Optimization exercise on an open flow, not production practice. RTL: at most simulated, not proved equivalent. Power: default activity.

`flow/design.v`:
```
package write_back_buffer_pkg;
    localparam int WBB_ADDR_BITS      = 32;
    localparam int WBB_LINE_SIZE_DEF  = 16;
    localparam int WBB_DEPTH_DEF      = 4;
    typedef enum logic {
        IDLE    = 1'b0,
        RD_WAIT = 1'b1
    } wbb_state_e;
    function automatic integer wbb_offset_bits(input integer line_size);
        wbb_offset_bits = $clog2(line_size);
    endfunction
endpackage
module wbb_match #(
    parameter int  DEPTH   = 4,
    parameter int  LA_BITS = 28
) (
    input  logic [DEPTH-1:0]              ent_vld,
    input  logic [DEPTH-1:0][LA_BITS-1:0] ent_addr,
    input  logic [LA_BITS-1:0]            key,
    output logic [DEPTH-1:0]              match
);
    always_comb begin
        for (int i = 0; i < DEPTH; i++) begin
            match[i] = ent_vld[i] && (ent_addr[i] == key);
        end
    end
endmodule
module write_back_buffer
#(
    parameter int  LINE_SIZE   = write_back_buffer_pkg::WBB_LINE_SIZE_DEF,
    parameter int  DEPTH       = write_back_buffer_pkg::WBB_DEPTH_DEF,
    localparam int OFFSET_BITS = write_back_buffer_pkg::wbb_offset_bits(LINE_SIZE),
    localparam int LA_BITS     = write_back_buffer_pkg::WBB_ADDR_BITS - OFFSET_BITS,
    localparam int DW          = LINE_SIZE * 8
) (
    input  logic               clk,
    input  logic               reset,
    input  logic               wb_valid,
    input  logic [LA_BITS-1:0] wb_line_addr,
    input  logic [DW-1:0]      wb_data,
    output logic               wb_ready,
    input  logic               rd_valid_in,
    input  logic [LA_BITS-1:0] rd_line_addr,
    output logic               rd_ready,
    output logic               rd_valid,
    output logic [DW-1:0]      rd_data,
    output logic               rd_fwd,
    output logic               mem_is_input_valid,
    output logic               mem_read,
    output logic               mem_write,
    output logic [LA_BITS-1:0] mem_addr,
    output logic [DW-1:0]      mem_din,
    input  logic               mem_ready,
    input  logic               mem_is_output_valid,
    input  logic [DW-1:0]      mem_dout
);
    localparam int PTR_W = $clog2(DEPTH);
    logic [DEPTH-1:0]              vld_q;
    logic [DEPTH-1:0][LA_BITS-1:0] addr_q;
    logic [DEPTH-1:0][DW-1:0]      data_q;
    logic [DEPTH-1:0]              head_q;      
    logic [PTR_W-1:0]              tail_q;
    logic                          wait_q;      
    logic                          pend_q;
    logic [LA_BITS-1:0]            pend_addr_q;
    logic [DEPTH-1:0]              fwd_q;       
    logic [DEPTH-1:0] wm, rm, head_oh, dwe, dhold, tail_oh, vld_d, fwd_d;
    logic full, nonempty, wb_hit, rd_hit_buf, same, wb_acc, rd_acc, rd_hit, read_req;
    logic go, issue_drain, issue_read, alloc, drain_hit_head;
    wbb_match #(.DEPTH(DEPTH), .LA_BITS(LA_BITS)) u_wb_match (
        .ent_vld  (vld_q),
        .ent_addr (addr_q),
        .key      (wb_line_addr),
        .match    (wm)
    );
    wbb_match #(.DEPTH(DEPTH), .LA_BITS(LA_BITS)) u_rd_match (
        .ent_vld  (vld_q),
        .ent_addr (addr_q),
        .key      (rd_line_addr),
        .match    (rm)
    );
    always_comb begin
        for (int i = 0; i < DEPTH; i++) begin
            tail_oh[i] = (tail_q == PTR_W'(i));
        end
        head_oh     = head_q;
        full        = &vld_q;
        nonempty    = |vld_q;
        wb_hit      = |wm;
        rd_hit_buf  = |rm;
        same        = (wb_line_addr == rd_line_addr);
        wb_ready    = !full || wb_hit;
        wb_acc      = wb_valid && wb_ready;
        rd_ready    = !wait_q && !pend_q;
        rd_acc      = rd_valid_in && rd_ready;
        rd_hit      = rd_hit_buf || (wb_acc && same);
        read_req    = (rd_acc && !rd_hit) || pend_q;
        go          = !wait_q && mem_ready;
        issue_drain = go && nonempty && (!read_req || full);
        issue_read  = go && read_req && !full;
        drain_hit_head = issue_drain && |(wm & head_oh);
        alloc       = wb_valid && ((!wb_hit && !full) || drain_hit_head);
        vld_d       = (vld_q & ~({DEPTH{issue_drain}} & head_oh)) | ({DEPTH{alloc}} & tail_oh);
        dwe         = ~vld_q | (wm & {DEPTH{wb_valid}});
        dhold       = vld_q & ~(wm & {DEPTH{wb_valid}});
        fwd_d       = rd_acc ? (rd_hit_buf ? rm : ((wb_acc && same) ? tail_oh : '0)) : '0;
    end
    always_ff @(posedge clk) begin
        if (reset) begin
            vld_q  <= '0;
            head_q <= DEPTH'(1);
            tail_q <= '0;
            wait_q <= 1'b0;
            pend_q <= 1'b0;
            fwd_q  <= '0;
        end else begin
            vld_q  <= vld_d;
            if (issue_drain) head_q <= {head_q[DEPTH-2:0], head_q[DEPTH-1]};
            tail_q <= tail_q + PTR_W'(alloc);
            wait_q <= wait_q ? !mem_is_output_valid : issue_read;
            pend_q <= read_req && !issue_read;
            fwd_q  <= fwd_d;
        end
    end
    always_ff @(posedge clk) begin
        for (int i = 0; i < DEPTH; i++) begin
            if (!vld_q[i]) addr_q[i] <= wb_line_addr;
            data_q[i] <= ({DW{dwe[i]}} & wb_data) | ({DW{dhold[i]}} & data_q[i]);
        end
        if (!pend_q) pend_addr_q <= rd_line_addr;
    end
    always_comb begin
        rd_data = wait_q ? mem_dout : '0;
        mem_din = '0;
        mem_addr = (pend_q && !full) ? pend_addr_q : ((!pend_q && read_req && !full) ? rd_line_addr : '0);
        for (int i = 0; i < DEPTH; i++) begin
            rd_data = rd_data | ({DW{fwd_q[i]}} & data_q[i]);
            mem_din = mem_din | ({DW{head_oh[i]}} & data_q[i]);
            mem_addr = mem_addr | ({LA_BITS{head_oh[i] && !(read_req && !full)}} & addr_q[i]);
        end
    end
    assign rd_fwd             = |fwd_q;
    assign rd_valid           = rd_fwd || (wait_q && mem_is_output_valid);
    assign mem_is_input_valid = issue_read || issue_drain;
    assign mem_read           = issue_read;
    assign mem_write          = issue_drain;
endmodule
```
`flow/flow/run.sh`:
```
#!/bin/bash
# Standard ORFS layout (the standard.sh), with the port buffers that global placement
# inserts made as the smallest plain buffer instead of the tool's default pick.
set -euo pipefail
export BUFFER_PORTS_ARGS="-buffer_cell sky130_fd_sc_hd__buf_1"
bash standard.sh > standard_flow.log 2>&1
```
`flow/standard.sh`:
```
#!/bin/bash
# synth_recipe.tcl (not shown) runs the flow's synth.tcl, then flattens the netlist and writes it again
# the make line also repeats each setting of config.mk as NAME=value (left out here)
make -C /OpenROAD-flow-scripts/flow DESIGN_CONFIG=/design/flow/config.mk WORK_HOME=/design/flow/orfs CLKGATE_MAP_FILE= SYNTH_SCRIPT=/design/flow/synth_recipe.tcl "${@:-finish}"
```
`flow/config.mk`:
```
export PLATFORM = sky130hd
export DESIGN_NAME = write_back_buffer
export DESIGN_NICKNAME = write_back_buffer
export VERILOG_FILES = /design/flow/design.v
export SDC_FILE = /design/flow/constraint.sdc
export NUM_CORES = 4
export LEC_CHECK = 0
export CAP_MARGIN = 20
export CORE_MARGIN = 2
export CORE_UTILIZATION = 40
export CTS_BUF_LIST = sky130_fd_sc_hd__clkbuf_8
export SLEW_MARGIN = 20
```
`flow/constraint.sdc`:
```
create_clock -name core_clock -period 6.0 [get_ports {clk}]
set_input_delay 1.2000 -clock core_clock [delete_from_list [all_inputs] [get_ports {clk}]]
set_output_delay 1.2000 -clock core_clock [all_outputs]
set_load 0.01 [all_outputs]
```
==> results.yml, run 1 <==
pwr:
  total_power_w: 0.01133
  seqPwrFrac_pct: 51.9
  p_switching_w: 0.003325
  ir_drop_v: 0.0002663
  p_per_area_mw_per_mm2: 319.2
  comb_power_share_pct: 13.8
  p_sw_share_pct: 29.34
  p_leak_nw: 12.51
  p_int_w: 0.008007
  p_clk_share_pct: 34.3
clocking:
  cts_num_sinks: 668
  root_buffer: "clkbuf_8"
  cts_buffer_depth: 3
  cts_hold_buf: 0
  clkTransAtPathRegs_ns: 0.06
  htree_levels: 3
  cts_resized: 0
  insertion_delay_ns: 0.78
  post_cts_buffers: 0
  cts_tree: "done"
  numCtsBuffers: 113
grt:
  grt_pass1_wl_um: 163900
  antenna_found_initial: 25
  grt_max_degree: 118
  grt_usage_pct: 28.50
  grt_pass1_vias: 23830
  overflow: 0
worst_setup_path:
  slowest_stage: "nor4_2"
  crit_path_max_incr_delay_ns: 0.54
  path_max_fanout: 28
  critPathKind: "in2out"
  startpoint_type: "primary input"
  path_cells: "buf_1 > xor2_1 > nor4_1 > buf_4 > nand4_1 > nor4_2 > or3b_4 > nor2_2 > buf_4 > a221o_1 > buf_1"
  reg2regPathDepth: 6
  arrival_ns: 4.16
  required_ns: 4.80
  reg2reg_from: "vld_q[3]$_SDFF_PP0_"
  r2r_slack_ns: 2.57
  crit_path_end_kind: "output pin"
timing:
  tightest_slew_ns: 1.085
  fmax_mhz: 186.6
  rsz0062_at_grt: "no"
  fin_tns_setup_ns: 0
  setup_viol: 0
  finalHoldViolCount: 0
  fin_crit_sh_pct: 89.32
  relSlewSlack_pct: 27.66
  slew_viol_final: 0
  skew_ns: 0.06894
  period_minus_slack_ns: 5.359
logic_synthesis:
  yosysTopAreaCellShare_pct: 65.09
  yosys_most_used_dff: "edfxtp_1"
  synth-edff-count: 652
  synth_nets: 2509
  synth_warnings: 2
  ys_seq_area_share_pct: 66.16
  syn_area_mm2: 0.03008
  yosys.area.top_type: "edfxtp_1"
  syn_area_per_cell_um2: 13.73
  syn_inst: 2190
  synth_area_leaders: "edfxtp_1, a22oi_1, a222oi_1, xnor2_1, nand2_1"
  ys_types: 55
  async_flop_share_pct: 0
  ys_seq_elements: 668
cells_and_area:
  nets: 3077
  num-fill-cells: 6680
  area_growth_pct: 18.04
  final_area_mm2: 0.03550
  drive_above_1_share_pct: 7.997
floorplanning:
  die_w_um: 278.2
  die_area_mm2: 0.07741
  rows: 100
  pin_count: 609
  fp.dieH_um: 278.2
  core-area_mm2: 0.07445
  initial_utilization_pct: 40.40
routing:
  wl_um: 114200
  firstDrtPassIters: 13
  ant_nets: 0
  routedWlPerCell_um: 29.72
  drt_iter0_markers: 2998
  drc_errors: 0
  vias: 23700
  via_per_inst: 6.166
hold_path:
  hold_class: "reg2reg"
  hold_depth: 2
  holdPathEnd: "vld_q[1]$_SDFF_PP0_"
  min_from: "tail_q[0]$_SDFF_PP0_"
placed_design:
  routabilityCongestion: 0.9837
  portBuffers: 608
  placed_area_mm2: 0.03330
  dpl.hpwl_um: 75030
run:
  cap_violations: 0
status:
  outcome: "no timing/DRC/antenna violations"
-- per-stage QoR --
| step | setup WS, ns | instances | hold slack, ns | utilization [%] |
|---|---|---|---|---|
| after floorplan | 0.1217 | 2190 | 0.5037 | - |
| after global placement | 0.8415 | 3611 | 0.5617 | 44.73 |
| after detailed placement | 0.7585 | 3611 | 0.5720 | 44.73 |
| after CTS | 0.7322 | 3819 | 0.5766 | 47.58 |
| after global routing | 0.5287 | 3837 | 0.6228 | 47.67 |
| final | 0.6406 | 3843 | 0.5701 | 47.69 |
-- worst max-delay path by stage --
stage,from,end,slack (ns),cells past startpoint
3_3_place_gp,wb_line_addr[27],mem_addr[15],0.84,11
2_1_floorplan,wb_line_addr[8],register,0.12,6
6_report,wb_line_addr[27],mem_addr[15],0.64,11
4_1_cts,wb_line_addr[27],mem_addr[15],0.73,11
5_1_grt,wb_line_addr[27],mem_addr[11],0.53,12
3_5_place_dp,wb_line_addr[27],mem_addr[15],0.76,11
-- critical path, delay by kind of cell --
family | cells | cell delay [ns]
AND/OR/NAND/NOR | 5 | 1.29
buffers and inverters | 4 | 0.97
AO/OA/AOI/OAI | 1 | 0.41
XOR/XNOR | 1 | 0.24
-- power by group through the flow --
stage / logic, W / registers, W / clock network (W)
global placement: 0.00154 / 0.00594 / 0
CTS: 0.00155 / 0.00588 / 0.00394
floorplan: 0.000857 / 0.00588 / 0
detailed placement: 0.00154 / 0.00597 / 0
finish: 0.00156 / 0.00588 / 0.00389
global route: 0.00165 / 0.00592 / 0.00416
-- placed cells by master, fill, tap and decap left out, types with 4 or more instances in the layout --
cell,count
nand3_1,6
or4_1,4
inv_2,5
dfxtp_1,7
xnor2_1,130
a21oi_1,33
clkinv_2,18
nor2b_1,5
nor2_1,9
xor2_1,114
a22oi_1,438
buf_1,608
buf_4,38
edfxtp_1,652
nor3_1,4
dfxtp_4,9
inv_1,43
diode_2,23
nand4_1,38
a221o_1,26
clkinv_1,38
nand2_1,273
clkbuf_8,113
nor4_1,34
buf_12,12
a222oi_1,129
-- metal layers --
metal | vias up | GRT usage [%] | wire (um)
li1 | 10030 | - | -
met1 | 11980 | 35.95 | 43460
met2 | 1431 | 46.76 | 55320
met3 | 242 | 7.849 | 11100
met4 | 14 | 10.87 | 4251
met5 | - | 0 | 98
-- synthesized netlist by cell type (all sizes together) (2+ instances only) --
cell and n:
inv 21, nor4 37, or4 5, nand2 274, or3b 2, nand4 39
a21oi 33, nand3 6, o22ai 2, buf 77, o21ai 11, a222oi 129
dfxtp 16, o21a 3, edfxtp 652, xnor2 130, nor3 4, o211ai 3
mux2i 2, a22oi 438, a221o 26, o41ai 3, nor2 10, nor2b 5
xor2 115, a221oi 3, clkbuf 129
-- logic make-up (layout without fill, tap and decap cells) --
logic type,Yosys count,count (layout),synth area share (%)
XOR/XNOR,245,245,7.159
multiplexers,2,2,0.06656
AO/OA/AOI/OAI,659,659,17.52
flip-flops,668,668,66.16
AND/OR/NAND/NOR,388,388,5.886
other,0,23,0
adder cells (fa/ha/maj),1,1,0.04159
buffers and inverters,227,888,3.174
-- cell type report --
type | count | area [um2] | area share, %
clock buffer | 113 | 1555 | 4.380
clock inverter | 95 | 565.5 | 1.593
antenna | 23 | 57.56 | 0.1621
inverter | 21 | 78.83 | 0.2220
timing repair buffer | 659 | 2835 | 7.986
sequential | 668 | 19930 | 56.14
multi-input combinational | 1295 | 9266 | 26.10
tap | 969 | 1212 | 3.415
==> run 2, diff against run 1 <==
--- a/flow/config.mk
+++ b/flow/config.mk
@@ -7,6 +7,6 @@
 export LEC_CHECK = 0
 export CAP_MARGIN = 20
 export CORE_MARGIN = 2
-export CORE_UTILIZATION = 40
+export CORE_UTILIZATION = 65
 export CTS_BUF_LIST = sky130_fd_sc_hd__clkbuf_8
 export SLEW_MARGIN = 20
==> run 2 against run 1 <==
Compared with the run above:
- fmax down 0.42%
- routed wire length shrank 8.5%
- critical endpoint is now mem_addr[14]
- register-to-register slack worse by 0.13 ns
- combinational power hardly changed
- final area is 1.7% lower
- global-route usage rose by 14 points
- sequential power barely moved
- clock power shrank 4%
- flip-flop and latch count stayed put
==> results.yml, run 2 <==
timing:
  skew_ns: 0.03079
  fin_tns_setup_ns: 0
  slew_viol_final: 0
  setup_viol: 0
  rsz0062_at_grt: "no"
  relSlewSlack_pct: 14.11
  finalHoldViolCount: 0
  tightest_slew_ns: 1.272
  period_minus_slack_ns: 5.382
  fin_crit_sh_pct: 89.70
  fmax_mhz: 185.8
routing:
  drc_errors: 0
  firstDrtPassIters: 11
  vias: 24190
  routedWlPerCell_um: 30.10
  wl_um: 104500
  drt_iter0_markers: 3863
  via_per_inst: 6.970
  ant_nets: 0
clocking:
  root_buffer: "clkbuf_8"
  numCtsBuffers: 105
  clkTransAtPathRegs_ns: 0.06
  cts_num_sinks: 668
  htree_levels: 3
  post_cts_buffers: 0
  cts_resized: 0
  cts_tree: "done"
  cts_buffer_depth: 3
  cts_hold_buf: 0
  insertion_delay_ns: 0.73
logic_synthesis:
  syn_inst: 2190
  yosysMostFrequentCell: "edfxtp_1"
  ys_seq_elements: 668
  yosysTopAreaCellShare_pct: 65.09
  async_flop_share_pct: 0
  synth_area_leaders: "edfxtp_1, a22oi_1, a222oi_1, xnor2_1, nand2_1"
  synth_common_cells: "edfxtp_1, a22oi_1, nand2_1, xnor2_1"
  synth_nets: 2509
  syn_area_per_cell_um2: 13.73
  syn_area_mm2: 0.03008
  synth-edff-count: 652
  ys_seq_area_share_pct: 66.16
  ys_types: 55
  synth_warnings: 2
  yosys_most_used_dff: "edfxtp_1"
  yosys.area.top_type: "edfxtp_1"
worst_setup_path:
  r2r_slack_ns: 2.44
  arrival_ns: 4.18
  critPathKind: "in2out"
  startpoint_type: "primary input"
  path_max_fanout: 29
  crit_path_end_kind: "output pin"
  required_ns: 4.80
pwr:
  ir_drop_v: 0.0002657
  p_leak_nw: 12.45
  p_clk_share_pct: 33.4
  p_sw_share_pct: 28.25
  seqPwrFrac_pct: 52.9
  total_power_w: 0.01115
  p_int_w: 0.008002
  comb_power_share_pct: 13.7
  p_per_area_mw_per_mm2: 319.5
  p_switching_w: 0.003151
floorplanning:
  rows: 78
  core-area_mm2: 0.04548
  initial_utilization_pct: 66.14
  fp.dieH_um: 219.1
  pin_count: 609
  die_area_mm2: 0.04801
  die_w_um: 219.1
cells_and_area:
  final_cell_mix: "edfxtp_1, buf_1, a22oi_1"
  area_growth_pct: 16.07
  final_area_mm2: 0.03491
  drive_above_1_share_pct: 7.725
  num-fill-cells: 2876
  fin_cells: 3471
  nets: 3068
  layout_commonest_cell: "edfxtp_1"
grt:
  grt_usage_pct: 42.51
  grt_max_degree: 129
  antenna_found_initial: 35
  overflow: 0
  grt_pass1_wl_um: 148700
  grt_pass1_vias: 23310
placed_design:
  portBuffers: 608
  dpl.hpwl_um: 68410
  dp_cells: 3242
  placed_area_mm2: 0.03281
  routabilityCongestion: 1.015
status:
  outcome: "no timing/DRC/antenna violations"
run:
  cap_violations: 0
hold_path:
  hold_class: "reg2reg"
## run 2: layer usage
| metal | global-route usage (%) | share of wire, % |
|---|---|---|
| met5 | 0 | 0.099 |
| met2 | 65.53 | 47 |
| met1 | 54.57 | 34 |
| met3 | 12.46 | 13 |
| met4 | 23.45 | 6.3 |
## run 2: cell families (layout without fill, tap and decap cells)
kind of cell	after synthesis	in the layout	share of synthesized area (%)
compound gates	659	659	17.52
buf+inv	227	872	3.174
xor+xnor	245	245	7.159
simple gates	388	388	5.886
other cells	0	36	0
flops	668	668	66.16
fa+ha+maj	1	1	0.04159
mux	2	2	0.06656
## run 2: area by class of cell
cell class,instances,area (um2),area share (%)
flip-flops and latches,668,19930,57.09
multi-input cells,1295,9266,26.54
inverters,21,78.83,0.2258
clock buffers,109,1500,4.297
diodes,36,90.09,0.2580
clock inverters,84,516.7,1.480
repair buffers,658,2778,7.956
well taps,600,750.7,2.150
## run 2: worst paths after layout
path	from	endpoint	cells past startpoint
max	wb_line_addr[27]	mem_addr[14]	11
min	tail_q[0]$_SDFF_PP0_	vld_q[1]$_SDFF_PP0_	2
max reg2reg	addr_q[10]$_DFFE_PN_	register	7
min reg2reg	tail_q[0]$_SDFF_PP0_	vld_q[1]$_SDFF_PP0_	2
## run 2: critical path, cell delays in order
cell and delay [ns]:
buf_1 0.42, xor2_1 0.23, nor4_1 0.43, nand4_1 0.25, nor4_2 0.50, or3b_4 0.24
o21bai_2 0.11, buf_4 0.26, a21oi_1 0.21, a221o_1 0.15, buf_1 0.15
## run 2: power by group through the flow
stage          clock [W]  sequential [W]  combinational, W
6_report         0.00373         0.00590           0.00153
5_1_grt          0.00393         0.00594           0.00160
3_3_place_gp           0         0.00594           0.00146
4_1_cts          0.00372         0.00589           0.00149
3_5_place_dp           0         0.00598           0.00148
2_1_floorplan          0         0.00588          0.000857
## run 2: per-stage QoR
stage               util (%)  setup WS [ns]  hold slack (ns)
detailed placement     72.14         0.7426           0.5707
floorplan                  -         0.1217           0.5037
CTS                    76.57         0.7219           0.5817
global placement       72.10         0.8737           0.5684
global route           76.69         0.5561           0.6381
finish                 76.77         0.6178           0.5931
==> run 3, diff against run 2 <==
--- a/flow/config.mk
+++ b/flow/config.mk
@@ -7,6 +7,8 @@
 export LEC_CHECK = 0
 export CAP_MARGIN = 20
 export CORE_MARGIN = 2
-export CORE_UTILIZATION = 65
+export CORE_UTILIZATION = 40
 export CTS_BUF_LIST = sky130_fd_sc_hd__clkbuf_8
+export CTS_CLUSTER_DIAMETER = 60
+export CTS_CLUSTER_SIZE = 18
 export SLEW_MARGIN = 20
==> run 3 against run 2 <==
Compared with the run above:
- still clean
- via count fell by 3.9%
- hold slack improved by 0.0078 ns
- clock skew is 0.050 ns higher
- first-iteration DRC count fell by 23%
- critical path depth unchanged
- register-to-register slack improved by 0.11 ns
- clock-buffer cell count fell by 55
- core utilization fell by 30 points
- non-clock buffer count grew 1
- routed wire length up 8.1%
- flip-flop and latch count is the same
- setup slack improved by 0.035 ns
- largest cell class unchanged
==> results.yml, run 3 <==
grt:
  overflow: 0
  grt_pass1_vias: 23270
  grt_max_degree: 118
  grt_pass1_wl_um: 161500
  antenna_found_initial: 28
  grt_usage_pct: 28.10
pwr:
  seqPwrFrac_pct: 57.0
  comb_power_share_pct: 15.1
  p_sw_share_pct: 29.61
  p_int_w: 0.007250
  p_switching_w: 0.003051
  ir_drop_v: 0.0002594
  p_leak_nw: 11.95
  p_clk_share_pct: 27.9
  p_per_area_mw_per_mm2: 297.7
floorplanning:
  initial_utilization_pct: 40.40
  core-area_mm2: 0.07445
  die_w_um: 278.2
  fp.dieH_um: 278.2
  pin_count: 609
  die_area_mm2: 0.07741
  rows: 100
cells_and_area:
  final_cell_mix: "edfxtp_1, buf_1, a22oi_1"
  seqCellArea_mm2: 0.01993
  drive_above_1_share_pct: 6.248
  nets: 3018
  multiInputGateArea_mm2: 0.009266
  layout_commonest_cell: "edfxtp_1"
  final_area_mm2: 0.03461
  area_growth_pct: 15.05
  num-fill-cells: 6708
worst_setup_path:
  reg2regPathDepth: 6
  crit_start: "wb_line_addr[27]"
  arrival_ns: 4.15
  r2r_slack_ns: 2.55
  reg2reg_from: "vld_q[3]$_SDFF_PP0_"
  crit_path_end_kind: "output pin"
  startpoint_type: "primary input"
  path_max_fanout: 28
  critPathKind: "in2out"
  required_ns: 4.80
clocking:
  cts_hold_buf: 0
  cts_tree: "done"
  numCtsBuffers: 54
  htree_levels: 2
  cts_num_sinks: 668
  clkTransAtPathRegs_ns: 0.10
  cts_resized: 0
  insertion_delay_ns: 0.74
  cts_buffer_depth: 3
  root_buffer: "clkbuf_8"
  post_cts_buffers: 0
logic_synthesis:
  yosys.area.top_type: "edfxtp_1"
  syn_area_per_cell_um2: 13.73
  synth-edff-count: 652
  syn_inst: 2190
  async_flop_share_pct: 0
  ys_seq_area_share_pct: 66.16
  yosys_most_used_dff: "edfxtp_1"
  ys_types: 55
  synth_warnings: 2
  synth_area_leaders: "edfxtp_1, a22oi_1, a222oi_1, xnor2_1, nand2_1"
  ys_seq_elements: 668
  synth_nets: 2509
  yosysMostFrequentCell: "edfxtp_1"
  syn_area_mm2: 0.03008
  yosysTopAreaCellShare_pct: 65.09
  synth_common_cells: "edfxtp_1, a22oi_1, nand2_1, xnor2_1"
timing:
  fin_tns_setup_ns: 0
  relSlewSlack_pct: 27.93
  tightest_slew_ns: 1.081
  rsz0062_at_grt: "no"
  fin_crit_sh_pct: 89.12
  skew_ns: 0.08034
  slew_viol_final: 0
  finalHoldViolCount: 0
  period_minus_slack_ns: 5.347
  setup_viol: 0
  fmax_mhz: 187.0
hold_path:
  hold_class: "reg2reg"
  min_from: "tail_q[1]$_SDFF_PP0_"
  hold_depth: 2
  holdPathEnd: "vld_q[2]$_SDFF_PP0_"
placed_design:
  routabilityCongestion: 0.9837
  dpl.hpwl_um: 75030
  portBuffers: 608
  placed_area_mm2: 0.03330
routing:
  drc_errors: 0
  vias: 23240
  ant_nets: 0
  firstDrtPassIters: 9
  routedWlPerCell_um: 30.25
  via_per_inst: 6.228
  drt_iter0_markers: 2984
  wl_um: 112900
run:
  cap_violations: 0
status:
  outcome: "no timing/DRC/antenna violations"
-- run 3: cell count changes in the layout (fill, tap and decap cells not counted), moves of 3 or more --
cell	change
buf_12	+3
clkbuf_8	-55
clkinv_1	-26
clkinv_2	-14
diode_2	-10
inv_1	-24
inv_2	+3
inv_6	+4
inv_8	+5
-- run 3: metal layers --
layer / track usage (%) / vias to the layer above / share of wire [%]
met3: 6.909 / 197 / 9.6
met2: 46.46 / 1348 / 49
met5: 0 / - / 0.076
li1: - / 9848 / -
met4: 10.26 / 12 / 3.3
met1: 35.88 / 11840 / 38
-- run 3: logic make-up (layout without fill, tap and decap cells) --
logic type,after synthesis,after routing,synth area share [%]
AOI/OAI and AO/OA,659,659,17.52
xor gates and xnor gates,245,245,7.159
adders and majority gates,1,1,0.04159
buffers and inverters,227,774,3.174
DFF,668,668,66.16
muxes,2,2,0.06656
other,0,26,0
and+or+nand+nor,388,388,5.886
-- run 3: worst max-delay path, stage by stage --
cell	delay [ns]
buf_1	0.41
xor2_1	0.25
nor4_1	0.29
buf_4	0.19
nand4_1	0.18
nor4_2	0.52
or3b_4	0.25
nor2_2	0.04
buf_4	0.23
a221o_1	0.40
buf_1	0.14
-- run 3: worst max path at each step --
| stage | to | slack, ns | cells past startpoint |
|---|---|---|---|
| 2_1_floorplan | register | 0.12 | 6 |
| 3_3_place_gp | mem_addr[15] | 0.84 | 11 |
| 3_5_place_dp | mem_addr[15] | 0.76 | 11 |
| 4_1_cts | mem_addr[15] | 0.73 | 11 |
| 5_1_grt | mem_addr[11] | 0.53 | 12 |
| 6_report | mem_addr[15] | 0.65 | 11 |
-- run 3: area by class of cell --
type                    count  area share [%]
well taps                 969           3.503
multi-input cells        1295           26.78
inverters                  21          0.2278
repair buffers            659           8.193
flip-flops and latches    668           57.60
diodes                     26          0.1880
clock buffers              54           2.148
clock inverters            40           1.367
-- run 3: per-stage QoR --
stage	util (%)	worst slack (ns)	total power, W	instances	hold slack [ns]
floorplan	-	0.1217	0.006737	2190	0.5037
global placement	44.73	0.8415	0.007479	3611	0.5617
detailed placement	44.73	0.7585	0.007509	3611	0.5720
CTS	46.36	0.7322	0.01033	3705	0.5856
global route	46.47	0.5287	0.01065	3727	0.6260
finish	46.49	0.6526	0.01030	3732	0.6010
-- run 3: power by group through the flow --
| stage | clock [W] | combinational, W | sequential, W |
|---|---|---|---|
| detailed placement | 0 | 0.00154 | 0.00597 |
| CTS | 0.00292 | 0.00155 | 0.00586 |
| floorplan | 0 | 0.000857 | 0.00588 |
| global placement | 0 | 0.00154 | 0.00594 |
| finish | 0.00288 | 0.00156 | 0.00587 |
| global route | 0.00309 | 0.00165 | 0.00591 |
==> run 4, diff against run 3 <==
--- a/flow/config.mk
+++ b/flow/config.mk
@@ -8,7 +8,7 @@
 export CAP_MARGIN = 20
 export CORE_MARGIN = 2
 export CORE_UTILIZATION = 40
-export CTS_BUF_LIST = sky130_fd_sc_hd__clkbuf_8
+export CTS_BUF_LIST = sky130_fd_sc_hd__clkbuf_16
 export CTS_CLUSTER_DIAMETER = 60
-export CTS_CLUSTER_SIZE = 18
+export CTS_CLUSTER_SIZE = 30
 export SLEW_MARGIN = 20
==> run 4 against run 3 <==
Compared with the run above:
- clock-buffer cell count is 2 lower
- first-iteration DRC count is 1.4% lower
- global-route usage hardly changed
- synthesized area stayed put
- final cell count hardly changed
- core utilization is 0.91 points higher
- critical path depth stayed put
==> results.yml, run 4 <==
status:
  outcome: "no timing/DRC/antenna violations"
cells_and_area:
  area_growth_pct: 17.32
  final_area_mm2: 0.03529
  layout_commonest_cell: "edfxtp_1"
  final_cell_mix: "edfxtp_1, buf_1, a22oi_1"
  num-fill-cells: 6623
  drive_above_1_share_pct: 6.640
  post-route-util_pct: 47.40
  multiInputGateArea_mm2: 0.009266
  seqCellArea_mm2: 0.01993
  fin_cells: 3733
  nets: 3016
placed_design:
  placed_area_mm2: 0.03330
  dp_cells: 3611
  portBuffers: 608
  routabilityCongestion: 0.9837
  dpl.hpwl_um: 75030
clocking:
  insertion_delay_ns: 0.65
  post_cts_buffers: 0
  cts_buffer_depth: 3
  htree_levels: 2
  numCtsBuffers: 52
  cts_num_sinks: 668
  cts_hold_buf: 0
  root_buffer: "clkbuf_16"
  cts_tree: "done"
  clkTransAtPathRegs_ns: 0.08
  cts_resized: 0
worst_setup_path:
  crit_path_end_kind: "output pin"
  critPathKind: "in2out"
  required_ns: 4.80
  startpoint_type: "primary input"
  arrival_ns: 4.11
  path_max_fanout: 28
routing:
  wl_met1_um: 42650
  drc_errors: 0
  top_layer: "met5"
  wl_met2_um: 54930
  firstDrtPassIters: 10
  drt_iter0_markers: 2942
  wl_um: 112900
  via_per_inst: 6.218
  ant_nets: 0
  routedWlPerCell_um: 30.24
  vias: 23210
  dr_wl_met3_um: 11070
logic_synthesis:
  synth-xor-area-share_pct: 7.159
  synth_area_leaders: "edfxtp_1, a22oi_1, a222oi_1, xnor2_1, nand2_1"
  synth_nets: 2509
  ys_types: 55
  yosys.area_share.simple_pct: 5.886
  syn_area_mm2: 0.03008
  async_flop_share_pct: 0
  yosysTopAreaCellShare_pct: 65.09
  synth-edff-count: 652
  synth_compound_area_share_pct: 17.52
  syn_area_per_cell_um2: 13.73
  syn_inst: 2190
  ys_seq_elements: 668
  synthMuxAreaShare_pct: 0.06656
  synth_top_family_by_area: "compound AO/OA/AOI/OAI gates"
  yosys_most_used_dff: "edfxtp_1"
  synthAdderAreaFrac_pct: 0.04160
  ys_seq_area_share_pct: 66.16
  yosysMostFrequentCell: "edfxtp_1"
  synth_warnings: 2
  synth_common_cells: "edfxtp_1, a22oi_1, nand2_1, xnor2_1"
  yosys.area.top_type: "edfxtp_1"
timing:
  rsz0062_at_grt: "no"
  period_minus_slack_ns: 5.308
  fmax_mhz: 188.4
  relSlewSlack_pct: 28.30
  fin_tns_setup_ns: 0
  skew_ns: 0.05346
  slew_viol_final: 0
  fin_crit_sh_pct: 88.46
  tightest_slew_ns: 1.076
  setup_viol: 0
  finalHoldViolCount: 0
floorplanning:
  die_area_mm2: 0.07741
  pin_count: 609
  die_w_um: 278.2
  initial_utilization_pct: 40.40
  core-area_mm2: 0.07445
  rows: 100
  fp.dieH_um: 278.2
pwr:
  seqPwrFrac_pct: 52.1
  ir_drop_v: 0.0002506
  p_int_w: 0.007916
  p_leak_nw: 12.25
  p_clk_share_pct: 34.1
  p_per_area_mw_per_mm2: 319.1
  comb_power_share_pct: 13.8
  p_switching_w: 0.003345
  total_power_w: 0.01126
  p_sw_share_pct: 29.71
grt:
  antenna_found_initial: 24
  grt_usage_pct: 28.09
  grt_pass1_wl_um: 161600
  grt_pass1_vias: 23340
  overflow: 0
  grt_max_degree: 118
run:
  cap_violations: 0
hold_path:
  hold_class: "reg2reg"
==> run 4: cell counts after synthesis <==
No cell type changed its count.
==> run 4: area by class of cell <==
| class | count | share of cell area (%) |
|---|---|---|
| antenna | 23 | 0.1631 |
| multi-input combinational | 1295 | 26.26 |
| timing repair buffer | 659 | 8.035 |
| inverter | 21 | 0.2234 |
| clock inverter | 46 | 1.709 |
| tap | 969 | 3.436 |
| clock buffer | 52 | 3.688 |
| sequential | 668 | 56.49 |
==> run 4: logic make-up (layout without fill, tap and decap cells) <==
| kind of cell | Yosys count | after routing |
|---|---|---|
| and+or+nand+nor | 388 | 388 |
| adders and majority gates | 1 | 1 |
| other | 0 | 23 |
| muxes | 2 | 2 |
| xor gates and xnor gates | 245 | 245 |
| AOI/OAI and AO/OA | 659 | 659 |
| DFF | 668 | 668 |
| buffers and inverters | 227 | 778 |
==> run 4: power groups by stage <==
| stage | registers (W) | logic (W) | clock network [W] |
|---|---|---|---|
| 6_report | 0.00587 | 0.00156 | 0.00384 |
| 2_1_floorplan | 0.00588 | 0.000857 | 0 |
| 3_3_place_gp | 0.00594 | 0.00154 | 0 |
| 5_1_grt | 0.00591 | 0.00165 | 0.00405 |
| 3_5_place_dp | 0.00597 | 0.00154 | 0 |
| 4_1_cts | 0.00586 | 0.00155 | 0.00389 |
==> run 4: critical path, stage by stage <==
cell and delay [ns]:
buf_1 0.41, xor2_1 0.24, nor4_1 0.30, buf_4 0.19, nand4_1 0.16, nor4_2 0.49, or3b_4 0.25, nor2_2 0.04
buf_4 0.24, a221o_1 0.41, buf_1 0.14
==> run 4: path summary, 6_finish.rpt <==
check | from | end | slack, ns | depth (start not counted)
worst max-delay path | wb_line_addr[27] | mem_addr[15] | 0.69 | 11
worst min-delay path | tail_q[1]$_SDFF_PP0_ | vld_q[2]$_SDFF_PP0_ | 0.60 | 2
worst max register to register | addr_q[44]$_DFFE_PN_ | register | 2.56 | 6
worst min register to register | tail_q[1]$_SDFF_PP0_ | vld_q[2]$_SDFF_PP0_ | 0.60 | 2
==> run 4: per-stage QoR <==
step	hold WS [ns]	setup WS [ns]
after detailed placement	0.5720	0.7585
after global placement	0.5617	0.8415
final	0.5955	0.6923
after global routing	0.6226	0.5153
after CTS	0.5819	0.7312
after floorplan	0.5037	0.1217
==> run 4: layer usage <==
metal | up-vias | global-route usage (%)
li1 | 9877 | -
met1 | 11680 | 36.18
met2 | 1437 | 46.49
met3 | 210 | 6.430
met4 | 10 | 10.13
met5 | - | 0
==> run 5, diff against run 4 <==
==> flow/config.mk (replaced) <==
export PLATFORM = sky130hd
export DESIGN_NAME = write_back_buffer
export DESIGN_NICKNAME = write_back_buffer
export VERILOG_FILES = /design/flow/design.v
export SDC_FILE = /design/flow/constraint.sdc
export NUM_CORES = 4
export LEC_CHECK = 0
export CAP_MARGIN = 0
export CORE_MARGIN = 2
export CORE_UTILIZATION = 55
export CTS_BUF_LIST = sky130_fd_sc_hd__clkbuf_8
export CTS_CLUSTER_DIAMETER = 50
export CTS_CLUSTER_SIZE = 16
export SLEW_MARGIN = 0
==> run 5 against run 4 <==
Compared with the run above:
- clock skew is essentially flat
- first-iteration DRC count rose by 1.8%
- synthesized area is the same
- critical endpoint is now mem_addr[21]
- sequential power is essentially flat
- non-clock buffer count is 16 lower
- power decreased by 8.1%
- still clean
- die area decreased by 27%
- hold slack improved by 0.0016 ns
- core utilization increased by 16 points
- clock-buffer cell count up 9
- final cell count decreased by 7.3%
==> results.yml, run 5 <==
hold_path:
  hold_class: "reg2reg"
timing:
  finalHoldViolCount: 0
  tightest_slew_ns: 1.268
  slew_viol_final: 0
  period_minus_slack_ns: 5.462
  fin_crit_sh_pct: 91.04
  worst_hold_slack_ns: 0.5970
  fin_tns_setup_ns: 0
  fmax_mhz: 183.1
  relSlewSlack_pct: 15.49
  skew_ns: 0.05378
  setup_viol: 0
  rsz0062_at_grt: "no"
logic_synthesis:
  ys_types: 55
  ys_seq_elements: 668
  yosys.area.top_type: "edfxtp_1"
  synth_common_cells: "edfxtp_1, a22oi_1, nand2_1, xnor2_1"
  yosysTopAreaCellShare_pct: 65.09
  synth_warnings: 2
  yosysMostFrequentCell: "edfxtp_1"
  synth-edff-count: 652
  syn_inst: 2190
  synth_area_leaders: "edfxtp_1, a22oi_1, a222oi_1, xnor2_1, nand2_1"
  yosys_most_used_dff: "edfxtp_1"
  syn_area_per_cell_um2: 13.73
  syn_area_mm2: 0.03008
  ys_seq_area_share_pct: 66.16
  synth_nets: 2509
  async_flop_share_pct: 0
cells_and_area:
  drive_above_1_share_pct: 6.035
  nets: 3009
  final_cell_mix: "edfxtp_1, buf_1, a22oi_1"
  area_growth_pct: 13.69
  layout_commonest_cell: "edfxtp_1"
placed_design:
  routabilityCongestion: 0.9940
  portBuffers: 608
  dpl.hpwl_um: 68130
grt:
  antenna_found_initial: 38
  grt_pass1_vias: 22300
  overflow: 0
  grt_usage_pct: 36.02
  grt_pass1_wl_um: 149900
  grt_max_degree: 129
worst_setup_path:
  arrival_ns: 4.26
  path_max_fanout: 29
  crit_path_max_incr_delay_ns: 0.49
  startpoint_type: "primary input"
  required_ns: 4.80
  crit_family: "simple AND/OR/NAND/NOR gates"
  cp_num_buf_inv: 4
  crit_path_end_kind: "output pin"
  critPathKind: "in2out"
  slowest_stage: "buf_1"
  path_cells: "buf_1 > xor2_1 > nor4_1 > buf_4 > nand4_1 > nor4_2 > or3b_4 > o21bai_2 > buf_4 > a21oi_1 > a221o_1 > buf_1"
pwr:
  p_sw_share_pct: 29.11
  p_clk_share_pct: 28.7
  p_leak_nw: 11.89
  p_per_area_mw_per_mm2: 302.7
  comb_power_share_pct: 14.4
  p_switching_w: 0.003014
  ir_drop_v: 0.0002487
  p_int_w: 0.007337
  seqPwrFrac_pct: 56.9
clocking:
  clkTransAtPathRegs_ns: 0.09
  htree_levels: 2
  cts_resized: 0
  cts_num_sinks: 668
  cts_tree: "done"
  cts_buffer_depth: 3
  post_cts_buffers: 0
  root_buffer: "clkbuf_8"
  cts_hold_buf: 0
  numCtsBuffers: 61
  insertion_delay_ns: 0.74
floorplanning:
  die_w_um: 237.9
  die_area_mm2: 0.05658
  rows: 85
  pin_count: 609
  initial_utilization_pct: 55.78
  core-area_mm2: 0.05392
  fp.dieH_um: 237.9
routing:
  vias: 23170
  drt_iter0_markers: 2994
  firstDrtPassIters: 9
  drc_errors: 0
  wl_um: 105100
  ant_nets: 0
  routedWlPerCell_um: 30.37
  via_per_inst: 6.693
run:
  cap_violations: 0
status:
  outcome: "no timing/DRC/antenna violations"
run 5: cell counts after synthesis:
Identical to the previous run, type by type.
run 5: worst paths after layout:
path	startpoint	endpoint	slack (ns)	depth (start not counted)
setup / recovery	wb_line_addr[27]	mem_addr[21]	0.54	12
hold / removal	tail_q[1]$_SDFF_PP0_	vld_q[2]$_SDFF_PP0_	0.60	2
setup reg to reg	addr_q[60]$_DFFE_PN_	register	2.44	6
hold reg to reg	tail_q[1]$_SDFF_PP0_	vld_q[2]$_SDFF_PP0_	0.60	2
run 5: worst register-to-register path: cells and delay by family, from the launching register on:
family	cells	cell delay, ns
xor+xnor	1	0.19
flops	1	0.47
compound gates	1	0.17
simple gates	3	1.52
buf+inv	1	0.54
run 5: cell families (layout without fill, tap and decap cells):
family | count (synthesis) | in the layout | share of synthesized area, %
XOR/XNOR | 245 | 245 | 7.159
AO/OA/AOI/OAI | 659 | 659 | 17.52
multiplexers | 2 | 2 | 0.06656
adder cells (fa/ha/maj) | 1 | 1 | 0.04159
AND/OR/NAND/NOR | 388 | 388 | 5.886
flip-flops | 668 | 668 | 66.16
other | 0 | 32 | 0
buffers and inverters | 227 | 771 | 3.174
run 5: per-layer routing:
metal | vias up | GRT usage [%] | wire length [um]
met3 | 246 | 10.65 | 12130
met2 | 1471 | 56.57 | 50060
met1 | 11570 | 46.48 | 37980
met5 | - | 0 | 148
met4 | 24 | 16.56 | 4818
li1 | 9856 | - | -
run 5: power by group through the flow:
| stage | clock network [W] | registers [W] | logic, W |
|---|---|---|---|
| 6_report | 0.00297 | 0.00589 | 0.00149 |
| 5_1_grt | 0.00315 | 0.00593 | 0.00159 |
| 4_1_cts | 0.00299 | 0.00588 | 0.00148 |
| 3_5_place_dp | 0 | 0.00599 | 0.00147 |
| 3_3_place_gp | 0 | 0.00596 | 0.00147 |
| 2_1_floorplan | 0 | 0.00588 | 0.000857 |
run 5: through the flow:
step | area [um2] | setup WS, ns | total power (W) | util (%) | std cells
final | 34200 | 0.5378 | 0.01035 | 63.42 | 3462
after global routing | 34180 | 0.4513 | 0.01067 | 63.39 | 3455
after floorplan | 30110 | 0.1217 | 0.006737 | - | 2190
after CTS | 34120 | 0.6722 | 0.01035 | 63.27 | 3430
after detailed placement | 32790 | 0.6863 | 0.007460 | 60.82 | 3323
after global placement | 32790 | 0.8283 | 0.007436 | 60.82 | 3323
run 5: layout make-up:
| cell class | count | area [um2] |
|---|---|---|
| fill | 4179 | 19730 |
| timing repair buffer | 643 | 2645 |
| tap | 696 | 870.8 |
| inverter | 21 | 78.83 |
| clock buffer | 61 | 839.6 |
| multi-input combinational | 1295 | 9266 |
| antenna | 32 | 80.08 |
| sequential | 668 | 19930 |
| clock inverter | 46 | 481.7 |
==> run 6, diff against run 5 <==
--- a/flow/config.mk
+++ b/flow/config.mk
@@ -5,10 +5,11 @@
 export SDC_FILE = /design/flow/constraint.sdc
 export NUM_CORES = 4
 export LEC_CHECK = 0
-export CAP_MARGIN = 0
+export CAP_MARGIN = 20
 export CORE_MARGIN = 2
-export CORE_UTILIZATION = 55
+export CORE_UTILIZATION = 60
 export CTS_BUF_LIST = sky130_fd_sc_hd__clkbuf_8
 export CTS_CLUSTER_DIAMETER = 50
 export CTS_CLUSTER_SIZE = 16
-export SLEW_MARGIN = 0
+export GPL_TIMING_DRIVEN = 0
+export SLEW_MARGIN = 20
==> run 6 against run 5 <==
Compared with the run above:
- setup slack worse by 0.50 ns
- hold slack worse by 0.030 ns
- sequential power down 0.8%
- power is 0.97% lower
- fmax shrank 8.4%
- critical endpoint is now mem_addr[11]
==> results.yml, run 6 <==
logic_synthesis:
  syn_inst: 2190
  yosysTopAreaCellShare_pct: 65.09
  yosys.area.top_type: "edfxtp_1"
  syn_area_mm2: 0.03008
  synth_warnings: 2
  yosysMostFrequentCell: "edfxtp_1"
  synth_common_cells: "edfxtp_1, a22oi_1, nand2_1, xnor2_1"
  syn_area_per_cell_um2: 13.73
  synth_nets: 2509
  ys_seq_elements: 668
  ys_seq_area_share_pct: 66.16
  ys_types: 55
  synth-edff-count: 652
  synth_area_leaders: "edfxtp_1, a22oi_1, a222oi_1, xnor2_1, nand2_1"
  async_flop_share_pct: 0
  yosys_most_used_dff: "edfxtp_1"
timing:
  tightest_slew_ns: 1.190
  rsz0062_at_grt: "no"
  fin_crit_sh_pct: 99.34
  setup_viol: 0
  slew_viol_final: 0
  layout_setup_ws_ns: 0.03944
  period_minus_slack_ns: 5.961
  finalHoldViolCount: 0
  relSlewSlack_pct: 20.64
  worst_hold_slack_ns: 0.5671
  fin_tns_setup_ns: 0
  fmax_mhz: 167.8
  skew_ns: 0.04321
routing:
  vias: 24680
  via_per_inst: 6.819
  ant_nets: 0
  routedWlPerCell_um: 30.34
  wl_um: 109800
  drt_iter0_markers: 3996
  firstDrtPassIters: 10
  drc_errors: 0
clocking:
  cts_num_sinks: 668
  cts_tree: "done"
  htree_levels: 2
  numCtsBuffers: 57
  insertion_delay_ns: 0.75
  cts_buffer_depth: 3
  clkTransAtPathRegs_ns: 0.10
  root_buffer: "clkbuf_8"
worst_setup_path:
  startpoint_type: "primary input"
  crit_path_end_kind: "output pin"
  path_max_fanout: 10
  reg2regPathDepth: 10
  required_ns: 4.80
  arrival_ns: 4.76
  critPathKind: "in2out"
floorplanning:
  pin_count: 609
  rows: 82
  core-area_mm2: 0.04986
  initial_utilization_pct: 60.32
  die_area_mm2: 0.05194
  fp.dieH_um: 227.9
  die_w_um: 227.9
grt:
  antenna_found_initial: 29
  grt_pass1_wl_um: 156000
  grt_usage_pct: 40.74
  grt_max_degree: 44
  grt_pass1_vias: 23610
  overflow: 0
cells_and_area:
  area_growth_pct: 17.13
  final_cell_mix: "edfxtp_1, buf_1, a22oi_1"
  nets: 3205
  num-fill-cells: 3502
  drive_above_1_share_pct: 6.906
  layout_commonest_cell: "edfxtp_1"
pwr:
  ir_drop_v: 0.0003342
  p_per_area_mw_per_mm2: 290.9
  total_power_w: 0.01025
  p_leak_nw: 12.43
placed_design:
  routabilityCongestion: 1.032
  dpl.hpwl_um: 79370
  dpl_worst_slack_ns: -0.06281
  portBuffers: 608
status:
  outcome: "no timing/DRC/antenna violations"
run:
  cap_violations: 0
hold_path:
  hold_class: "reg2reg"
  hold_depth: 2
[run 6: path summary, 6_finish.rpt]
kind	start	endpoint	slack, ns
max	wb_line_addr[0]	mem_addr[11]	0.04
min	pend_q$_SDFF_PP0_	pend_q$_SDFF_PP0_	0.57
max reg2reg	addr_q[60]$_DFFE_PN_	register	2.02
min reg2reg	pend_q$_SDFF_PP0_	pend_q$_SDFF_PP0_	0.57
[run 6: area by class of cell]
class | count | area, um2 | share of cell area (%)
clock inverter | 40 | 349.1 | 0.9909
inverter | 21 | 78.83 | 0.2237
sequential | 668 | 19900 | 56.48
antenna | 22 | 55.05 | 0.1563
tap | 672 | 840.8 | 2.387
timing repair buffer | 637 | 3053 | 8.666
multi-input combinational | 1295 | 9280 | 26.34
clock buffer | 58 | 798.3 | 2.266
buffer | 206 | 875.8 | 2.486
[run 6: repair_timing]
action | CTS | global route
buffers inserted | 0 | 0
hold buffers | 0 | 0
resized for setup | 1 | 2
setup endpoints to repair | 1 | 3
[run 6: where the power goes]
group	switching, W	internal (W)
clock network	0.00164	0.00108
logic	0.00113	0.000559
registers	0.000257	0.00558
total	0.00303	0.00722
[run 6: per-stage QoR]
stage,util [%],area [um2],cells
6_report,70.65,35230,3619
5_1_grt,70.63,35220,3615
4_1_cts,70.52,35170,3597
3_5_place_dp,68.21,34010,3499
3_3_place_gp,66.64,33230,3470
2_1_floorplan,-,30110,2190
[run 6: layer usage]
layer	share of wire, %	wire [um]	GRT usage (%)
met4	5.2	5744	19.24
met3	13	14260	11.70
met1	35	38230	53.21
met5	0.095	104	0
met2	47	51450	63.46
[run 6: critical path, stage by stage]
cell	delay, ns
buf_1	0.31
buf_2	0.29
xor2_1	0.09
nor4_1	0.28
nand4_1	0.35
nor4_2	0.58
or3b_4	0.25
o21bai_2	0.12
clkbuf_1	0.45
a21oi_2	0.45
a221o_1	0.21
buf_1	0.16
[run 6: logic make-up after synthesis]
kind of cell | after synthesis | synth area share [%]
AO/OA/AOI/OAI | 659 | 17.52
multiplexers | 2 | 0.06656
buffers and inverters | 227 | 3.174
AND/OR/NAND/NOR | 388 | 5.886
XOR/XNOR | 245 | 7.159
flip-flops | 668 | 66.16
adder cells (fa/ha/maj) | 1 | 0.04159
==> run 7, diff against run 6 <==
--- a/flow/config.mk
+++ b/flow/config.mk
@@ -7,9 +7,8 @@
 export LEC_CHECK = 0
 export CAP_MARGIN = 20
 export CORE_MARGIN = 2
-export CORE_UTILIZATION = 60
-export CTS_BUF_LIST = sky130_fd_sc_hd__clkbuf_8
+export CORE_UTILIZATION = 55
+export CTS_BUF_LIST = sky130_fd_sc_hd__clkbuf_4 sky130_fd_sc_hd__clkbuf_8
 export CTS_CLUSTER_DIAMETER = 50
 export CTS_CLUSTER_SIZE = 16
-export GPL_TIMING_DRIVEN = 0
 export SLEW_MARGIN = 20
==> run 7 against run 6 <==
Compared with the run above:
- synthesized area unchanged
- die area is 8.9% higher
- power grew 1.3%
- core utilization is 7.2 points lower
- sequential power is 0.9% higher
- non-clock buffer count shrank 200
- via count decreased by 6.2%
- final area shrank 2.9%
- hold slack improved by 0.029 ns
- synthesized cell count unchanged
- critical endpoint unchanged
==> results.yml, run 7 <==
cells_and_area:
  post-route-util_pct: 63.45
  seqCellArea_mm2: 0.01993
  layout_commonest_cell: "edfxtp_1"
  area_growth_pct: 13.74
  num-fill-cells: 4179
  multiInputGateArea_mm2: 0.009266
  final_cell_mix: "edfxtp_1, buf_1, a22oi_1"
  nets: 3009
  drive_above_1_share_pct: 6.218
worst_setup_path:
  slowest_stage: "buf_1"
  path_cells: "buf_1 > xor2_1 > nor4_1 > buf_4 > nand4_1 > nor4_2 > or3b_4 > o21bai_2 > buf_4 > a21oi_1 > a221o_1 > buf_1"
  critPathKind: "in2out"
  crit_start: "wb_line_addr[27]"
  path_max_fanout: 29
  reg2reg_from: "addr_q[3]$_DFFE_PN_"
  crit_path_max_incr_delay_ns: 0.50
  crit_end: "mem_addr[11]"
  r2r_slack_ns: 2.40
  arrival_ns: 4.26
  reg2regPathDepth: 7
  crit_path_end_kind: "output pin"
  startpoint_type: "primary input"
  required_ns: 4.80
clocking:
  cts_resized: 0
  cts_buffer_depth: 3
  post_cts_buffers: 0
  numCtsBuffers: 61
  root_buffer: "clkbuf_8"
  htree_levels: 2
  insertion_delay_ns: 0.75
  cts_hold_buf: 0
  clkTransAtPathRegs_ns: 0.09
  cts_num_sinks: 668
  cts_tree: "done"
logic_synthesis:
  syn_inst: 2190
  synth_common_cells: "edfxtp_1, a22oi_1, nand2_1, xnor2_1"
  yosysMostFrequentCell: "edfxtp_1"
  synth_nets: 2509
  synth-edff-count: 652
  synthMuxAreaShare_pct: 0.06656
  ys_seq_area_share_pct: 66.16
  yosysTopAreaCellShare_pct: 65.09
  yosys_most_used_dff: "edfxtp_1"
  syn_area_mm2: 0.03008
  syn_area_per_cell_um2: 13.73
  ys_types: 55
  async_flop_share_pct: 0
  synth_compound_area_share_pct: 17.52
  synth-xor-area-share_pct: 7.159
  synth_warnings: 2
  yosys.area_share.simple_pct: 5.886
  ys_seq_elements: 668
  synth_area_leaders: "edfxtp_1, a22oi_1, a222oi_1, xnor2_1, nand2_1"
  synthAdderAreaFrac_pct: 0.04160
  yosys.area.top_type: "edfxtp_1"
  synth_top_family_by_area: "compound AO/OA/AOI/OAI gates"
routing:
  wl_um: 105200
  firstDrtPassIters: 13
  drc_errors: 0
  ant_nets: 0
  routedWlPerCell_um: 30.39
  drt_iter0_markers: 2986
  vias: 23140
  via_per_inst: 6.683
grt:
  grt_pass1_vias: 22320
  grt_usage_pct: 36.03
  grt_pass1_wl_um: 150000
  overflow: 0
  antenna_found_initial: 38
  grt_max_degree: 129
placed_design:
  portBuffers: 608
  dpl.hpwl_um: 68130
  routabilityCongestion: 0.9940
timing:
  fin_tns_setup_ns: 0
  setup_viol: 0
  period_minus_slack_ns: 5.463
  fin_crit_sh_pct: 91.05
  fmax_mhz: 183.0
  finalHoldViolCount: 0
  relSlewSlack_pct: 19.99
  skew_ns: 0.05947
  rsz0062_at_grt: "no"
  slew_viol_final: 0
  tightest_slew_ns: 1.200
floorplanning:
  die_w_um: 237.9
  pin_count: 609
  fp.dieH_um: 237.9
  initial_utilization_pct: 55.78
  core-area_mm2: 0.05392
  rows: 85
  die_area_mm2: 0.05658
pwr:
  p_sw_share_pct: 29.08
  seqPwrFrac_pct: 56.7
  p_switching_w: 0.003018
  p_per_area_mw_per_mm2: 303.4
  comb_power_share_pct: 14.4
  p_clk_share_pct: 28.9
  p_leak_nw: 11.89
  ir_drop_v: 0.0002493
  p_int_w: 0.007361
run:
  cap_violations: 0
hold_path:
  hold_class: "reg2reg"
status:
  outcome: "no timing/DRC/antenna violations"
run 7: cell counts after synthesis:
Identical to the previous run, type by type.
run 7: power by group through the flow:
stage          Sequential (W)  Clock (W)  Combinational [W]
2_1_floorplan         0.00588          0           0.000857
3_3_place_gp          0.00596          0            0.00147
3_5_place_dp          0.00599          0            0.00147
4_1_cts               0.00588    0.00301            0.00148
5_1_grt               0.00593    0.00317            0.00159
6_report              0.00589    0.00300            0.00149
run 7: critical path: cells and delay by family:
kind,cells,cell delay (ns)
AND/OR/NAND/NOR,4,1.30
buffers and inverters,4,1.09
AO/OA/AOI/OAI,3,0.42
XOR/XNOR,1,0.21
run 7: worst min-delay path by stage:
| stage | to | slack, ns | depth (start not counted) | from |
|---|---|---|---|---|
| 6_report | vld_q[2]$_SDFF_PP0_ | 0.60 | 2 | tail_q[1]$_SDFF_PP0_ |
| 5_1_grt | vld_q[1]$_SDFF_PP0_ | 0.65 | 2 | tail_q[0]$_SDFF_PP0_ |
| 4_1_cts | vld_q[2]$_SDFF_PP0_ | 0.59 | 2 | tail_q[1]$_SDFF_PP0_ |
| 3_5_place_dp | vld_q[1]$_SDFF_PP0_ | 0.56 | 2 | tail_q[0]$_SDFF_PP0_ |
| 3_3_place_gp | vld_q[1]$_SDFF_PP0_ | 0.57 | 2 | tail_q[0]$_SDFF_PP0_ |
| 2_1_floorplan | pend_q$_SDFF_PP0_ | 0.50 | 2 | pend_q$_SDFF_PP0_ |
run 7: cell families after synthesis:
logic type	after synthesis
and+or+nand+nor	388
muxes	2
adders and majority gates	1
DFF	668
AOI/OAI and AO/OA	659
buffers and inverters	227
xor gates and xnor gates	245
run 7: cell type report:
type / count / share of cell area (%)
Antenna cell: 32 / 0.2341
Clock buffer: 65 / 2.542
Clock inverter: 42 / 1.364
Inverter: 21 / 0.2304
Multi-Input combinational cell: 1295 / 27.09
Sequential cell: 668 / 58.27
Tap cell: 696 / 2.546
Timing Repair Buffer: 643 / 7.732
run 7: stage by stage:
step	setup WS (ns)	cells	hold WS, ns	total power [W]	cell area [um2]
finish	0.5368	3462	0.5965	0.01038	34210
global route	0.4513	3455	0.6485	0.01070	34190
CTS	0.6722	3430	0.5890	0.01037	34130
detailed placement	0.6863	3323	0.5637	0.007459	32790
global placement	0.8283	3323	0.5657	0.007436	32790
floorplan	0.1217	2190	0.5037	0.006737	30110
run 7: layer usage:
layer,global-route usage (%),wire length [um],vias up
met2,56.60,49760,1410
met1,46.47,38240,11590
met4,16.56,5074,24
met5,0,149,-
li1,-,-,9854
met3,10.65,11980,264
==> run 8, diff against run 7 <==
--- a/flow/config.mk
+++ b/flow/config.mk
@@ -8,7 +8,7 @@
 export CAP_MARGIN = 20
 export CORE_MARGIN = 2
 export CORE_UTILIZATION = 55
-export CTS_BUF_LIST = sky130_fd_sc_hd__clkbuf_4 sky130_fd_sc_hd__clkbuf_8
-export CTS_CLUSTER_DIAMETER = 50
-export CTS_CLUSTER_SIZE = 16
+export CTS_BUF_LIST = sky130_fd_sc_hd__clkbuf_8
+export CTS_CLUSTER_DIAMETER = 45
+export CTS_CLUSTER_SIZE = 20
 export SLEW_MARGIN = 20
==> run 8 against run 7 <==
Compared with the run above:
- routed wire length rose by 0.38%
- largest cell class unchanged
- flip-flop and latch count did not move
- via count rose by 0.60%
- sequential share of layout area fell by 0.78 points
- core utilization rose by 0.86 points
- setup slack improved by 0.024 ns
==> results.yml, run 8 <==
clocking:
  clkTransAtPathRegs_ns: 0.08
  root_buffer: "clkbuf_8"
  insertion_delay_ns: 0.70
  cts_tree: "done"
  cts_num_sinks: 668
  numCtsBuffers: 80
  cts_resized: 0
  htree_levels: 3
  cts_hold_buf: 0
  cts_buffer_depth: 3
  post_cts_buffers: 0
logic_synthesis:
  syn_inst: 2190
  ys_seq_area_share_pct: 66.16
  async_flop_share_pct: 0
  ys_types: 55
  synth_warnings: 2
  yosys.area.top_type: "edfxtp_1"
  syn_area_per_cell_um2: 13.73
  yosysTopAreaCellShare_pct: 65.09
  yosysMostFrequentCell: "edfxtp_1"
  synth_area_leaders: "edfxtp_1, a22oi_1, a222oi_1, xnor2_1, nand2_1"
  synth_common_cells: "edfxtp_1, a22oi_1, nand2_1, xnor2_1"
  yosys_most_used_dff: "edfxtp_1"
  ys_seq_elements: 668
  synth-edff-count: 652
  synth_nets: 2509
  syn_area_mm2: 0.03008
worst_setup_path:
  path_max_fanout: 29
  path_cells: "buf_1 > xor2_1 > nor4_1 > buf_4 > nand4_1 > nor4_2 > or3b_4 > o21bai_2 > buf_4 > a21oi_1 > a221o_1 > buf_1"
  crit_path_max_incr_delay_ns: 0.50
  r2r_slack_ns: 2.43
  crit_path_end_kind: "output pin"
  required_ns: 4.80
  arrival_ns: 4.24
  cp_num_buf_inv: 4
  critPathKind: "in2out"
  startpoint_type: "primary input"
  crit_family: "simple AND/OR/NAND/NOR gates"
  slowest_stage: "buf_1"
timing:
  slew_viol_final: 0
  rsz0062_at_grt: "no"
  finalHoldViolCount: 0
  fmax_mhz: 183.9
  fin_crit_sh_pct: 90.65
  layout_setup_ws_ns: 0.5608
  relSlewSlack_pct: 24.24
  period_minus_slack_ns: 5.439
  worst_hold_slack_ns: 0.5931
  fin_tns_setup_ns: 0
  skew_ns: 0.03447
  tightest_slew_ns: 1.136
  setup_viol: 0
floorplanning:
  fp.dieH_um: 237.9
  pin_count: 609
  initial_utilization_pct: 55.78
  die_w_um: 237.9
  rows: 85
  die_area_mm2: 0.05658
  core-area_mm2: 0.05392
cells_and_area:
  post-route-util_pct: 64.31
  multiInputGateArea_mm2: 0.009266
  seqCellArea_mm2: 0.01993
  final_cell_mix: "edfxtp_1, buf_1, a22oi_1"
  area_growth_pct: 15.28
  nets: 3029
  num-fill-cells: 4166
  drive_above_1_share_pct: 7.351
  layout_commonest_cell: "edfxtp_1"
grt:
  antenna_found_initial: 34
  grt_pass1_wl_um: 150300
  overflow: 0
  grt_usage_pct: 36.23
  grt_max_degree: 129
  grt_pass1_vias: 22440
pwr:
  total_power_w: 0.01094
  p_per_area_mw_per_mm2: 315.5
  ir_drop_v: 0.0002869
  p_leak_nw: 12.17
routing:
  vias: 23280
  firstDrtPassIters: 13
  routedWlPerCell_um: 30.18
  drt_iter0_markers: 2830
  ant_nets: 0
  via_per_inst: 6.652
  drc_errors: 0
  wl_um: 105600
placed_design:
  dpl_worst_slack_ns: 0.6863
  portBuffers: 608
  dpl.hpwl_um: 68130
  routabilityCongestion: 0.9940
hold_path:
  hold_class: "reg2reg"
status:
  outcome: "no timing/DRC/antenna violations"
run:
  cap_violations: 0
run 8: cell counts after synthesis:
No cell type changed its count.
run 8: routing by layer:
metal	vias to the layer above	global-route usage [%]	part of all wire [%]
met3	270	10.54	11
li1	9917	-	-
met5	-	0	0.12
met2	1410	56.81	47
met4	20	17.15	4.7
met1	11660	46.72	36
run 8: cell families (layout without fill, tap and decap cells):
family	after synthesis	in the layout	synth area share (%)
flops	668	668	66.16
other cells	0	28	0
mux	2	2	0.06656
xor+xnor	245	245	7.159
compound gates	659	659	17.52
fa+ha+maj	1	1	0.04159
simple gates	388	388	5.886
buf+inv	227	812	3.174
run 8: cell type report:
cell class	instances	area share (%)
clock inverter	64	1.848
sequential	668	57.49
antenna	28	0.2021
timing repair buffer	644	7.708
inverter	21	0.2273
tap	696	2.511
multi-input combinational	1295	26.72
clock buffer	83	3.294
run 8: metrics by stage:
step                      instances  instance area [um2]
after global routing           3494                34660
final                          3499                34670
after detailed placement       3323                32790
after floorplan                2190                30110
after global placement         3323                32790
after CTS                      3470                34580
run 8: path summary, 6_finish.rpt:
check / start / end / cells after the start
worst min register to register: tail_q[1]$_SDFF_PP0_ / vld_q[2]$_SDFF_PP0_ / 2
worst min-delay path: tail_q[1]$_SDFF_PP0_ / vld_q[2]$_SDFF_PP0_ / 2
worst max-delay path: wb_line_addr[27] / mem_addr[11] / 12
worst max register to register: addr_q[60]$_DFFE_PN_ / register / 6
run 8: worst register-to-register path: cells and delay by family, from the launching register on:
kind                      cells  cell delay (ns)
xor gates and xnor gates      1             0.19
buffers and inverters         1             0.59
and+or+nand+nor               3             1.55
DFF                           1             0.47
AOI/OAI and AO/OA             1             0.17
run 8: power by group:
group / total (W) / internal [W] / switching [W]
Clock: 0.00356 / 0.00166 / 0.00189
Combinational: 0.00150 / 0.000490 / 0.00101
Sequential: 0.00589 / 0.00558 / 0.000310
Total: 0.0109 / 0.00773 / 0.00321
==> run 9, diff against run 8 <==
--- a/flow/config.mk
+++ b/flow/config.mk
@@ -9,6 +9,6 @@
 export CORE_MARGIN = 2
 export CORE_UTILIZATION = 55
 export CTS_BUF_LIST = sky130_fd_sc_hd__clkbuf_8
-export CTS_CLUSTER_DIAMETER = 45
-export CTS_CLUSTER_SIZE = 20
+export CTS_CLUSTER_DIAMETER = 50
+export CTS_CLUSTER_SIZE = 16
 export SLEW_MARGIN = 20
==> run 9 against run 8 <==
Compared with the run above:
- first-iteration DRC count rose by 5.8%
- critical path type unchanged
- largest cell class unchanged
- routed wire length fell by 0.44%
- critical endpoint is now mem_addr[21]
- fmax barely moved
==> results.yml, run 9 <==
pwr:
  total_power_w: 0.01035
  p_sw_share_pct: 29.11
  seqPwrFrac_pct: 56.9
  comb_power_share_pct: 14.4
  p_clk_share_pct: 28.7
  ir_drop_v: 0.0002490
  p_switching_w: 0.003013
routing:
  routedWlPerCell_um: 30.37
  vias: 23130
  drt_iter0_markers: 2994
  wl_um: 105100
  via_per_inst: 6.681
  drc_errors: 0
cells_and_area:
  seqCellArea_mm2: 0.01993
  final_cell_mix: "edfxtp_1, buf_1, a22oi_1"
  num-fill-cells: 4179
  layout_commonest_cell: "edfxtp_1"
  drive_above_1_share_pct: 6.072
  multiInputGateArea_mm2: 0.009266
  area_growth_pct: 13.69
  nets: 3009
timing:
  slew_viol_final: 0
  tightest_slew_ns: 1.197
  relSlewSlack_pct: 20.18
  fin_tns_setup_ns: 0
  rsz0062_at_grt: "no"
  fmax_mhz: 183.7
  setup_viol: 0
  period_minus_slack_ns: 5.443
floorplanning:
  pin_count: 609
  die_w_um: 237.9
  core-area_mm2: 0.05392
  die_area_mm2: 0.05658
  fp.dieH_um: 237.9
placed_design:
  dpl.hpwl_um: 68130
  routabilityCongestion: 0.9940
  portBuffers: 608
logic_synthesis:
  syn_inst: 2190
  yosys_most_used_dff: "edfxtp_1"
  syn_area_per_cell_um2: 13.73
  yosysTopAreaCellShare_pct: 65.09
  yosysMostFrequentCell: "edfxtp_1"
  synth_nets: 2509
  ys_seq_area_share_pct: 66.16
  synth-edff-count: 652
  syn_area_mm2: 0.03008
  ys_seq_elements: 668
  synth_common_cells: "edfxtp_1, a22oi_1, nand2_1, xnor2_1"
clocking:
  cts_tree: "done"
  numCtsBuffers: 61
  htree_levels: 2
  cts_resized: 0
  cts_hold_buf: 0
  root_buffer: "clkbuf_8"
  post_cts_buffers: 0
grt:
  grt_usage_pct: 36.02
  overflow: 0
  antenna_found_initial: 38
  grt_max_degree: 129
  grt_pass1_vias: 22300
  grt_pass1_wl_um: 149900
worst_setup_path:
  path_cells: "buf_1 > xor2_1 > nor4_1 > buf_4 > nand4_1 > nor4_2 > or3b_4 > o21bai_2 > buf_4 > a21oi_1 > a221o_1 > buf_1"
  crit_path_max_incr_delay_ns: 0.48
  required_ns: 4.80
  path_max_fanout: 29
  crit_path_end_kind: "output pin"
  crit_family: "simple AND/OR/NAND/NOR gates"
  cp_num_buf_inv: 4
run:
  cap_violations: 0
status:
  outcome: "no timing/DRC/antenna violations"
hold_path:
  hold_class: "reg2reg"
-- run 9: cell families after synthesis --
| logic type | count (synthesis) | share of synthesized area [%] |
|---|---|---|
| AO/OA/AOI/OAI | 659 | 17.52 |
| XOR/XNOR | 245 | 7.159 |
| adder cells (fa/ha/maj) | 1 | 0.04159 |
| buffers and inverters | 227 | 3.174 |
| flip-flops | 668 | 66.16 |
| multiplexers | 2 | 0.06656 |
| AND/OR/NAND/NOR | 388 | 5.886 |
-- run 9: metrics by stage --
| step | cells | worst slack (ns) | area (um2) | utilization, % |
|---|---|---|---|---|
| floorplan | 2190 | 0.1217 | 30110 | - |
| finish | 3462 | 0.5570 | 34200 | 63.42 |
| global placement | 3323 | 0.8283 | 32790 | 60.82 |
| CTS | 3430 | 0.6722 | 34120 | 63.27 |
| detailed placement | 3323 | 0.6863 | 32790 | 60.82 |
| global route | 3455 | 0.4513 | 34180 | 63.39 |
-- run 9: layer usage --
| layer | wire length, um | global-route usage, % |
|---|---|---|
| met3 | 11970 | 10.65 |
| met4 | 4903 | 16.56 |
| met5 | 148 | 0 |
| met1 | 38090 | 46.48 |
| met2 | 50020 | 56.57 |
-- run 9: layout make-up --
cell class	instances	area share, %
timing repair buffer	643	7.735
sequential	668	58.29
inverter	21	0.2305
clock buffer	61	2.455
multi-input combinational	1295	27.10
antenna	32	0.2342
tap	696	2.547
clock inverter	46	1.409
-- run 9: path summary, 6_finish.rpt --
check | startpoint | end | cells after the start | slack, ns
max | wb_line_addr[27] | mem_addr[21] | 12 | 0.56
min | tail_q[1]$_SDFF_PP0_ | vld_q[2]$_SDFF_PP0_ | 2 | 0.60
max reg2reg | addr_q[60]$_DFFE_PN_ | register | 6 | 2.43
min reg2reg | tail_q[1]$_SDFF_PP0_ | vld_q[2]$_SDFF_PP0_ | 2 | 0.60
-- run 9: worst reg2reg max path, cell delays in order (launching register included) --
cell      delay (ns)
edfxtp_1        0.47
xor2_1          0.19
nor4_1          0.84
nand4_1         0.18
or4_4           0.50
o21ai_4         0.17
buf_12          0.54
-- run 9: power groups by stage --
stage                     Sequential, W  Combinational (W)  Clock (W)
after floorplan                 0.00588           0.000857          0
after global placement          0.00596            0.00147          0
after detailed placement        0.00599            0.00147          0
after CTS                       0.00588            0.00148    0.00299
after global routing            0.00593            0.00159    0.00315
final                           0.00589            0.00149    0.00297
